Background: an optimization exercise with open tools, aiming at small area, a short achievable clock period and few clock cycles. Do not read the settings as production practice. The RTL was checked by simulation tests, not by an equivalence proof against the original design. Power figures rest on the tool's default switching activity, not on a simulated workload.

## design.v

```verilog
module shc_motor (
   input  logic        clock,
   input  logic        reset,
   input  logic        go,           
   input  logic [2:0]  command,
   input  logic        selected,
   input  logic [31:0] count,
   input  logic [30:0] n,            
   input  logic        n_lt2,        
   input  logic [1:0]  sw,
   input  logic [15:0] tgt,          
   input  logic [15:0] sp,           
   input  logic [15:0] pulloff,
   input  logic        xc,           
   input  logic        cfg_load,
   input  logic [15:0] cfg_value,    
   output logic [2:0]  mode,
   output logic [1:0]  dir,
   output logic [31:0] steps_to_go,
   output logic [31:0] pos,
   output logic [31:0] sas,
   output logic [15:0] period,
   output logic [3:0]  coil,
   output logic [1:0]  status
);
   localparam logic [2:0] CMD_TICK  = 3'd0;
   localparam logic [2:0] CMD_MOVE  = 3'd1;
   localparam logic [2:0] CMD_PULL  = 3'd2;
   localparam logic [2:0] CMD_CCW   = 3'd3;
   localparam logic [2:0] CMD_CW    = 3'd4;
   localparam logic [2:0] CMD_STOP  = 3'd5;
   localparam logic [2:0] CMD_ZSTOP = 3'd6;
   localparam logic [2:0] M_RELAX = 3'd0;
   localparam logic [2:0] M_RUN   = 3'd1;
   localparam logic [2:0] M_STOP  = 3'd2;
   localparam logic [2:0] M_ZSTOP = 3'd3;
   localparam logic [2:0] M_MOVE  = 3'd4;
   localparam logic [2:0] M_PULL  = 3'd5;
   localparam logic [1:0] D_CW      = 2'd0;
   localparam logic [1:0] D_CCW     = 2'd1;
   localparam logic [1:0] D_STOPPED = 2'd2;
   localparam logic [1:0] ST_OK    = 2'd0;
   localparam logic [1:0] ST_REJ   = 2'd1;
   localparam logic [1:0] ST_LOWER = 2'd2;
   localparam logic [1:0] ST_UPPER = 2'd3;
   function automatic logic [3:0] coil_of(input logic [2:0] ph);
      logic [3:0] c;
      case (ph)
         3'd0: c = 4'b1000;
         3'd1: c = 4'b1010;
         3'd2: c = 4'b0010;
         3'd3: c = 4'b0110;
         3'd4: c = 4'b0100;
         3'd5: c = 4'b0101;
         3'd6: c = 4'b0001;
         default: c = 4'b1001;
      endcase
      coil_of = c;
   endfunction
   logic [10:0] ramp;         
   logic [2:0]  phase;
   logic [15:0] cd;           
   logic is_tick, moving, ccw, step, even, stopping, estep;
   logic [15:0] dec, per_step;
   logic        ramp_end, ramp_on;
   logic [16:0] rt;
   logic [31:0] stg_dec, pos_step;
   logic [2:0]  phase_step;
   assign is_tick  = command == CMD_TICK;
   assign moving   = dir != D_STOPPED;
   assign ccw      = dir == D_CCW;
   assign step     = is_tick && moving && cd[15:1] == 15'd0;
   assign even     = !phase[0];
   assign estep    = step && even;
   assign stopping = estep && (mode == M_STOP || mode == M_ZSTOP);
   assign ramp_on  = ramp != 11'd0;
   assign dec      = period - {5'd0, ramp};
   assign rt       = {6'd0, ramp} + {1'b0, tgt};
   assign ramp_end = {1'b0, period} < rt;
   assign per_step = !ramp_on ? period : ramp_end ? tgt : dec;
   assign stg_dec  = steps_to_go - 32'd1;
   assign pos_step = (({32{ccw}} ^ pos) + 32'd1) ^ {32{ccw}};
   assign phase_step = ccw ? phase - 3'd1 : phase + 3'd1;
   logic cmd, neg, sw_any, pull_sw, ok_mp, ok_run, ok, set_sas;
   logic [2:0] mode_cmd;
   logic [1:0] dir_cmd;
   logic [15:0] init_period;
   logic [10:0] init_ramp;
   logic [16:0] spt;
   assign cmd     = selected && !is_tick;
   assign neg     = count[31];
   assign sw_any  = sw != 2'd0;
   assign pull_sw = command == CMD_PULL && sw_any;
   assign ok_mp   = (command == CMD_MOVE || command == CMD_PULL) && !moving &&
                    (pull_sw ? !(neg && sw[0]) : neg ? !sw_any : !sw[1]);
   assign ok_run  = (command == CMD_CCW && !sw[0]) || (command == CMD_CW && !sw[1]);
   assign ok      = cmd && (ok_mp || ok_run);
   assign set_sas = cmd && ok_mp && pull_sw;
   always_comb begin
      if (command == CMD_CCW || command == CMD_CW) begin
         mode_cmd = M_RUN;
         dir_cmd  = command == CMD_CCW ? D_CCW : D_CW;
      end else begin
         mode_cmd = (pull_sw || (!neg && sw[0])) ? M_PULL : M_MOVE;
         dir_cmd  = neg ? D_CCW : D_CW;
      end
      status = ST_OK;
      if (cmd) begin
         case (command)
            CMD_MOVE, CMD_PULL: if (!ok_mp) status = ST_REJ;
            CMD_CCW: if (sw[0]) status = ST_LOWER;
            CMD_CW:  if (sw[1]) status = ST_UPPER;
            default: ;
         endcase
      end
   end
   assign spt         = {1'b0, sp} - {1'b0, tgt};
   assign init_period = spt[16] ? tgt : sp;
   assign init_ramp   = spt[16] ? 11'd0 : {1'b0, spt[15:6]} + 11'd1;
   logic [2:0]  mode1, mode2;
   logic [1:0]  dir1;
   logic [31:0] stg1, pos1;
   logic        lt2, ge, x0, x1;
   logic [33:0] y;
   assign y  = {{2{sas[31]}}, sas} - {{2{steps_to_go[31]}}, steps_to_go} - {18'd0, pulloff};
   assign x0 = !y[33];
   assign x1 = !y[33] || y == {34{1'b1}};
   always_comb begin
      mode1 = mode;
      if (ok) mode1 = mode_cmd;
      else if (cmd && command == CMD_STOP) mode1 = M_STOP;
      else if (cmd && command == CMD_ZSTOP) mode1 = M_ZSTOP;
      dir1 = stopping ? D_STOPPED : ok ? dir_cmd : dir;
      if (stopping) begin
         stg1 = 32'd0;
         lt2  = 1'b1;
      end else if (estep) begin
         stg1 = stg_dec;
         lt2  = (steps_to_go[31] && steps_to_go[30:0] != 31'd0) ||
                steps_to_go[31:2] == 30'd0 && steps_to_go[1:0] != 2'd3;
      end else if (ok && ok_mp) begin
         stg1 = {1'b0, n};
         lt2  = n_lt2;
      end else begin
         stg1 = steps_to_go;
         lt2  = steps_to_go[31] || steps_to_go[31:1] == 31'd0;
      end
      if (set_sas) ge = pulloff == 16'd0;
      else if (ok && ok_mp) ge = xc;
      else if (estep) ge = x1;
      else ge = x0;
      pos1 = estep ? pos_step : pos;
      mode2 = mode1;
      case (mode1)
         M_PULL: begin
            if (lt2) mode2 = M_STOP;
            else if (ge) mode2 = M_MOVE;
         end
         M_MOVE: begin
            if (lt2 || (sw_any && dir1 == D_CCW) || (sw[1] && dir1 != D_CCW)) mode2 = M_STOP;
         end
         M_RUN: begin
            if (dir1 == D_CCW) begin
               if (sw[0]) mode2 = M_ZSTOP;
            end else if (sw[1]) mode2 = M_STOP;
         end
         M_STOP: if (dir1 == D_STOPPED) mode2 = M_RELAX;
         M_ZSTOP: if (dir1 == D_STOPPED) begin
            mode2 = M_RELAX;
            pos1 = 32'd0;
         end
         default: ;
      endcase
   end
   always_ff @(posedge clock) begin
      if (reset) begin
         mode <= M_RELAX;
         dir <= D_STOPPED;
         steps_to_go <= 32'd0;
         pos <= 32'd0;
         sas <= 32'd0;
         ramp <= 11'd0;
         phase <= 3'd0;
         period <= 16'd1000;
         cd <= 16'd0;
         coil <= 4'd0;
      end else if (go) begin
         mode <= mode2;
         dir <= dir1;
         steps_to_go <= stg1;
         pos <= pos1;
         if (set_sas) sas <= {1'b0, n};
         if (step) begin
            if (ramp_on && ramp_end) ramp <= 11'd0;
            period <= per_step;
            cd <= per_step;
            coil <= stopping ? 4'd0 : coil_of(phase);
            if (!stopping) phase <= phase_step;
         end else if (ok) begin
            ramp <= init_ramp;
            period <= init_period;
            cd <= init_period;
            coil <= coil_of(phase);
         end else if (is_tick && moving) begin
            cd <= cd - 16'd1;
         end
      end else if (cfg_load) begin
         period <= cfg_value;
         ramp <= 11'd0;
      end
   end
endmodule
module stepper_halfstep_controller_unit (
   input  logic        clock,
   input  logic        reset,
   input  logic        req_valid,
   output logic        req_ready,
   input  logic [2:0]  req_command,
   input  logic        req_motor,
   input  logic [31:0] req_step_count,
   input  logic [1:0]  req_switches_0,
   input  logic [1:0]  req_switches_1,
   output logic        rsp_valid,
   input  logic        rsp_ready,
   output logic [3:0]  rsp_coils_0,
   output logic [3:0]  rsp_coils_1,
   output logic [1:0]  rsp_status,
   output logic [31:0] rsp_position,
   output logic [31:0] rsp_steps_remaining,
   output logic [2:0]  rsp_motor_mode,
   output logic [1:0]  rsp_direction,
   output logic [15:0] rsp_current_period,
   input  logic        csr_we,
   input  logic [1:0]  csr_index,
   input  logic [15:0] csr_wdata
);
   localparam logic [1:0] REG_TARGET_0 = 2'd0;
   localparam logic [1:0] REG_TARGET_1 = 2'd1;
   localparam logic [1:0] REG_START    = 2'd2;
   logic [15:0] tgt0_ff, tgt1_ff, start_ff, pull_ff, wdata_nz;
   assign wdata_nz = (csr_wdata == 16'd0) ? 16'd1 : csr_wdata;
   always_ff @(posedge clock) begin
      if (reset) begin
         tgt0_ff <= 16'd1000; tgt1_ff <= 16'd1000;
         start_ff <= 16'd2000; pull_ff <= 16'd100;
      end else if (csr_we) begin
         case (csr_index)
            REG_TARGET_0: tgt0_ff <= wdata_nz;
            REG_TARGET_1: tgt1_ff <= wdata_nz;
            REG_START:    start_ff <= wdata_nz;
            default:      pull_ff <= csr_wdata;
         endcase
      end
   end
   logic        r_valid, s_valid, v_ff, sel_ff, go, accept;
   logic [2:0]  r_cmd, s_cmd;
   logic        r_motor, s_motor;
   logic [31:0] r_count, s_count;
   logic [1:0]  r_sw0, r_sw1, s_sw0, s_sw1;
   logic [1:0]  status_ff;
   assign req_ready = !s_valid;
   assign accept = req_valid && !s_valid;
   assign go = r_valid && (!v_ff || rsp_ready);
   always_ff @(posedge clock) begin
      if (reset) begin
         r_valid <= 1'b0;
         s_valid <= 1'b0;
         v_ff <= 1'b0;
      end else begin
         if (go || !r_valid) begin
            r_valid <= s_valid || accept;
            s_valid <= 1'b0;
         end else if (accept) begin
            s_valid <= 1'b1;
         end
         if (go) v_ff <= 1'b1;
         else if (rsp_ready) v_ff <= 1'b0;
      end
      if (go || !r_valid) begin
         if (s_valid) begin
            r_cmd <= s_cmd; r_motor <= s_motor; r_count <= s_count;
            r_sw0 <= s_sw0; r_sw1 <= s_sw1;
         end else begin
            r_cmd <= req_command; r_motor <= req_motor; r_count <= req_step_count;
            r_sw0 <= req_switches_0; r_sw1 <= req_switches_1;
         end
      end
      if (!s_valid) begin
         s_cmd <= req_command; s_motor <= req_motor; s_count <= req_step_count;
         s_sw0 <= req_switches_0; s_sw1 <= req_switches_1;
      end
   end
   logic [30:0] n;
   logic        n_lt2, xc;
   logic [31:0] sas_sel;
   logic [33:0] yc;
   assign n = !r_count[31] ? r_count[30:0] :
              (r_count[30:0] == 31'd0) ? 31'h7FFF_FFFF : 31'd0 - r_count[30:0];
   assign n_lt2 = r_count[31:1] == 31'd0 || r_count == 32'hFFFF_FFFF;
   logic [2:0]  mode0, mode1;
   logic [1:0]  dir0, dir1, st0, st1;
   logic [31:0] stg0, stg1, pos0, pos1, sas0, sas1;
   logic [15:0] per0, per1;
   assign sas_sel = r_motor ? sas1 : sas0;
   assign yc = {{2{sas_sel[31]}}, sas_sel} - {{2{r_count[31]}}, r_count} - {18'd0, pull_ff};
   assign xc = !yc[33];
   shc_motor u_m0 (
      .clock, .reset, .go, .command(r_cmd), .selected(r_motor == 1'b0),
      .count(r_count), .n, .n_lt2, .sw(r_sw0), .tgt(tgt0_ff), .sp(start_ff),
      .pulloff(pull_ff), .xc, .cfg_load(csr_we && csr_index == REG_TARGET_0),
      .cfg_value(wdata_nz), .mode(mode0), .dir(dir0), .steps_to_go(stg0),
      .pos(pos0), .sas(sas0), .period(per0), .coil(rsp_coils_0), .status(st0));
   shc_motor u_m1 (
      .clock, .reset, .go, .command(r_cmd), .selected(r_motor == 1'b1),
      .count(r_count), .n, .n_lt2, .sw(r_sw1), .tgt(tgt1_ff), .sp(start_ff),
      .pulloff(pull_ff), .xc, .cfg_load(csr_we && csr_index == REG_TARGET_1),
      .cfg_value(wdata_nz), .mode(mode1), .dir(dir1), .steps_to_go(stg1),
      .pos(pos1), .sas(sas1), .period(per1), .coil(rsp_coils_1), .status(st1));
   always_ff @(posedge clock) begin
      if (go) begin
         sel_ff <= r_motor;
         status_ff <= st0 | st1;
      end
   end
   assign rsp_valid           = v_ff;
   assign rsp_status          = status_ff;
   assign rsp_position        = sel_ff ? pos1 : pos0;
   assign rsp_steps_remaining = sel_ff ? stg1 : stg0;
   assign rsp_motor_mode      = sel_ff ? mode1 : mode0;
   assign rsp_direction       = sel_ff ? dir1 : dir0;
   assign rsp_current_period  = sel_ff ? per1 : per0;
endmodule
```

## run.sh

```bash
#!/bin/bash
# synth_recipe.tcl (not shown) runs the flow's synth.tcl, then flattens the netlist and writes it again
# the make line also repeats each setting of config.mk as NAME=value (left out here)
make -C /OpenROAD-flow-scripts/flow DESIGN_CONFIG=/design/flow/config.mk WORK_HOME=/design/flow/orfs CLKGATE_MAP_FILE= SYNTH_SCRIPT=/design/flow/synth_recipe.tcl finish
```

## config.mk

```make
export PLATFORM = sky130hd
export DESIGN_NAME = stepper_halfstep_controller_unit
export DESIGN_NICKNAME = stepper_halfstep_controller_unit
export VERILOG_FILES = /design/flow/design.v
export SDC_FILE = /design/flow/constraint.sdc
export NUM_CORES = 4
export LEC_CHECK = 0
export CAP_MARGIN = 20
export CORE_MARGIN = 2
export CORE_UTILIZATION = 40
export SLEW_MARGIN = 20
```

## constraint.sdc

```tcl
create_clock -name core_clock -period 11.5 [get_ports {clock}]
set_input_delay 2.3000 -clock core_clock [delete_from_list [all_inputs] [get_ports {clock}]]
set_output_delay 2.3000 -clock core_clock [all_outputs]
set_load 0.01 [all_outputs]
```

==> impl_metrics.yaml <==
drt:
  vias: 35900
  drc: 0
  dr.pass1.iters: 7
  viasPerCell: 6.01
  wire_per_inst_um: 21.9
  drt_wl_total_mm: 131
  drtIter0Drc: 3715
  ant_nets: 0
cts:
  clkTransAtPathRegs_ps: 60
  cts_buffer_depth: 3
  clockRootBuffer: "clkbuf_16"
  clkLatencyLatePin_ps: 640
  ctsResizeCount: 0
  htreeDepth: 2
  cts_hold_buf: 0
  numCtsBuffers: 53
  cts_setup_buffers: 0
  cts_tree: "done"
  clock-sinks: 450
sta:
  setup_tns_ps: 0
  finClkSkew_ps: 29.4
  slew_headroom: 0.232
  min_period_ps: 5710
  worstMarginPinSlew_ps: 1150
  slew_violations: 0
  finalHoldViolations: 0
  timing.final.crit_share: 0.497
  max_freq_ghz: 0.175
  finalSetupViolations: 0
  rsz0062_at_grt: "no"
synthesis:
  yosysMostFrequentCell: "nor2_1"
  synth_adder_area_share: 0.107
  syn_area_um2: 36000
  synth-compound-area-share: 0.226
  synth_common_cells: "nor2_1, nand2_1, dfxtp_1"
  yosysTopAreaCell: "dfxtp_1"
  synth_nets: 5098
  synth_seq_cells: 450
  synth_area_per_cell_um2: 7.58
  postSynth.asyncResetShare: 0
  ys_top_cells_by_area: "dfxtp_1, ha_1, nor2_1"
  ys_warn_count: 2
  synth_seq_area_share: 0.263
  synth_xor_area_frac: 0.0609
  synth_edf_count: 43
  synth_flop_cell: "dfxtp_1"
  synth_cells: 4741
  synthMuxAreaShare: 0.0597
  yosysTopAreaCellShare: 0.227
  yosys.area_share.simple: 0.230
  synth_top_family_by_area: "simple AND/OR/NAND/NOR gates"
  synth_cell_types: 102
pwr:
  seq_power_share: 0.348
  ir_worst_vdd_mv: 0.113
  combPwrFrac: 0.275
  clkPwrFrac: 0.377
  leakage_nw: 15.8
  p_int_mw: 3.24
  pwr_density_cell_nw_per_um2: 121
  p_sw_frac: 0.338
  power_switching_mw: 1.66
cells_and_area:
  final_net_count: 5122
  drive_above_1_share: 0.0726
  area_growth_pct: 12.4
  fin_util: 0.455
  design_area_um2: 40400
  fillers: 8934
grt:
  antenna_found_initial: 2
  grt_start_max_net_pins: 100
  gr-total-overflow: 0
  grt_pass1_wl_mm: 199
  grt_usage: 0.274
  grt_pass1_vias: 32600
setup_path:
  cp.required_ps: 12000
  r2r-start: "u_m1.steps_to_go[1]$_SDFFE_PP0P_"
  crit_chain: "inv_1, ha_1, nor2b_4, o31a_1, o31ai_2, nand2_1, a21o_1, a21oi_1, xnor2_1, ha_1, o2111a_1, o31ai_1, a31oi_1, or2_2, nor2_1, o31a_1, o21ai_0, nand4_1, a2111oi_2, a41oi_1"
  worst_r2r_path_depth: 20
  timing.rr.end: "u_m1.mode[0]$_SDFFE_PP0P_"
  worstSetupPathType: "register to register"
  worstSetupEndpointType: "register"
  arrival_ps: 6220
  worstSetupStartpointType: "register"
  reg2reg_slack_ps: 5790
  slowest_stage: "a31oi_1"
  worstPathMaxFanout: 7
  cpPeakStageDelay_ps: 630
job:
  max_cap_violations: 0
hold_path:
  holdPathEnd: "u_m0.steps_to_go[28]$_SDFFE_PP0P_"
  min_from: "u_m0.steps_to_go[28]$_SDFFE_PP0P_"
  min_path_cells: 2
  hold_class: "register to register"
place:
  gp_congestion: 1.00
  io_buffers: 159
  placedInstanceArea_um2: 38500
  dp.final_hpwl_mm: 99.3
floorplan:
  fp.dieH_um: 304
  die_area_um2: 92300
  start_util: 0.405
  pin_count: 160
  die_w_um: 304
  fp-row-count: 109
  placeableCoreArea_um2: 88800
outcome:
  status: "finished clean"
## per-layer routing
| metal | routed length, µm | share of wire | global-route usage |
|---|---|---|---|
| met2 | 55200 | 0.42 | 0.412 |
| met1 | 59200 | 0.45 | 0.388 |
| met4 | 5740 | 0.044 | 0.112 |
| met3 | 10900 | 0.083 | 0.0430 |
| met5 | 0 | 0 | 0 |
## critical path, delay by kind of cell, from the launching register on
| family | cells | cell delay [ps] |
|---|---|---|
| AOI/OAI and AO/OA | 11 | 3010 |
| and+or+nand+nor | 5 | 820 |
| adders and majority gates | 2 | 790 |
| DFF | 1 | 610 |
| buffers and inverters | 1 | 260 |
| xor gates and xnor gates | 1 | 90 |
## through the flow
stage / power, mW / worst slack, ps / hold slack (ps) / cells
5_1_grt: 5.11 / 5390 / 483 / 5973
2_1_floorplan: 2.66 / 6460 / 439 / 4741
4_1_cts: 4.89 / 5910 / 470 / 5972
6_report: 4.90 / 5790 / 464 / 5974
3_3_place_gp: 3.04 / 5560 / 453 / 5874
3_5_place_dp: 3.05 / 5460 / 459 / 5874
## how the worst max path moves through the flow
stage          slack (ps)                              from                     endpoint  cells after the start
3_3_place_gp         5560                         rsp_ready    u_m0.pos[30]$_SDFFE_PP0P_                     15
4_1_cts              5910           tgt1_ff[1]$_SDFFE_PP0P_  u_m1.period[1]$_SDFFE_PP0P_                     21
2_1_floorplan        6460           tgt0_ff[0]$_SDFFE_PP0P_  u_m0.period[3]$_SDFFE_PP1P_                     25
3_5_place_dp         5460                         rsp_ready    u_m0.pos[30]$_SDFFE_PP0P_                     15
6_report             5790  u_m1.steps_to_go[1]$_SDFFE_PP0P_    u_m1.mode[0]$_SDFFE_PP0P_                     20
5_1_grt              5390         u_m0.ramp[1]$_SDFFE_PP0P_  u_m0.period[4]$_SDFFE_PP0P_                     23
## cell type report
| cell class | instances | area [µm²] | share of cell area |
|---|---|---|---|
| antenna | 1 | 2.50 | 0.0000619 |
| clock buffer | 70 | 1520 | 0.0376 |
| clock inverter | 28 | 374 | 0.00925 |
| inverter | 265 | 995 | 0.0246 |
| multi-input combinational | 3782 | 24600 | 0.609 |
| sequential | 450 | 9440 | 0.234 |
| tap | 1165 | 1460 | 0.0361 |
| timing repair buffer | 213 | 2000 | 0.0495 |
## power groups by stage
stage                     sequential, mW  clock [mW]  combinational, mW
after floorplan                     1.70           0              0.969
after global placement              1.74           0               1.31
after detailed placement            1.74           0               1.31
after CTS                           1.70        1.87               1.32
after global routing                1.71        1.93               1.48
final                               1.71        1.85               1.35
## cells in the final DEF (no fill, tap or decap), drive strengths merged, types with 49 or more instances in the layout
| cell | netlist | final |
|---|---|---|
| mux2i | 75 | 75 |
| clkbuf | 207 | 70 |
| o21ai | 325 | 325 |
| mux2 | 124 | 124 |
| dfxtp | 407 | 407 |
| clkdlybuf4s50 | 0 | 158 |
| nand3 | 119 | 119 |
| nor4 | 59 | 59 |
| buf | 37 | 55 |
| a21oi | 372 | 372 |
| xor2 | 105 | 105 |
| or3 | 57 | 57 |
| nand4 | 65 | 65 |
| inv | 264 | 269 |
| ha | 272 | 272 |
| a211oi | 49 | 49 |
| a21o | 67 | 67 |
| nand2 | 524 | 524 |
| xnor2 | 145 | 145 |
| nor3 | 180 | 180 |
| nor2 | 538 | 538 |
## state kept, by name, summed over array words and instances, names as in the netlist, 11 cells and up
register          cells
pull_ff              16
u_m0.steps_to_go     32
u_m0.period          16
r_count              32
s_count              32
u_m0.cd              16
u_m1.sas             31
u_m0.sas             31
tgt1_ff              16
u_m1.steps_to_go     32
u_m1.pos             32
u_m0.pos             32
start_ff             16
u_m0.ramp            11
u_m1.ramp            11
u_m1.cd              16
tgt0_ff              16
u_m1.period          16
## cell families (layout without fill, tap and decap cells)
kind of cell               count (synthesis)  after routing
and+or+nand+nor                         1765           1765
AOI/OAI and AO/OA                       1274           1274
buffers and inverters                    509            576
DFF                                      450            450
adders and majority gates                294            294
xor gates and xnor gates                 250            250
muxes                                    199            199
other                                      0              1
Testbench counts, summed over its fixed seeds: cycles 24,016.

-- afterwards: timing with drivers on the ports --
In the flow no input, the clock included, has a driving cell. The finished layout below was timed again as built, in two steps. Step 1: set_driving_cell puts a clkbuf_16 on clock and a buf_2 on each other input, an assumption about the parent block. Step 2 moves the port delays by t, midway between the first and last clock arrival at a register: inputs arrive t later, outputs are due t later. That takes back most of the time a late clock gives input paths. Three values: ideal, step 1, step 2; two values: the first two.
shift t [ns]: 0.693
setup slack, ns: 5.786 / 5.786 / 5.407
worst data-port slew with drivers (ns): 0.07
After both steps this run still meets setup and hold. The setup slack of this run moves by 0.000 ns with the drivers and by -0.379 ns with both steps.
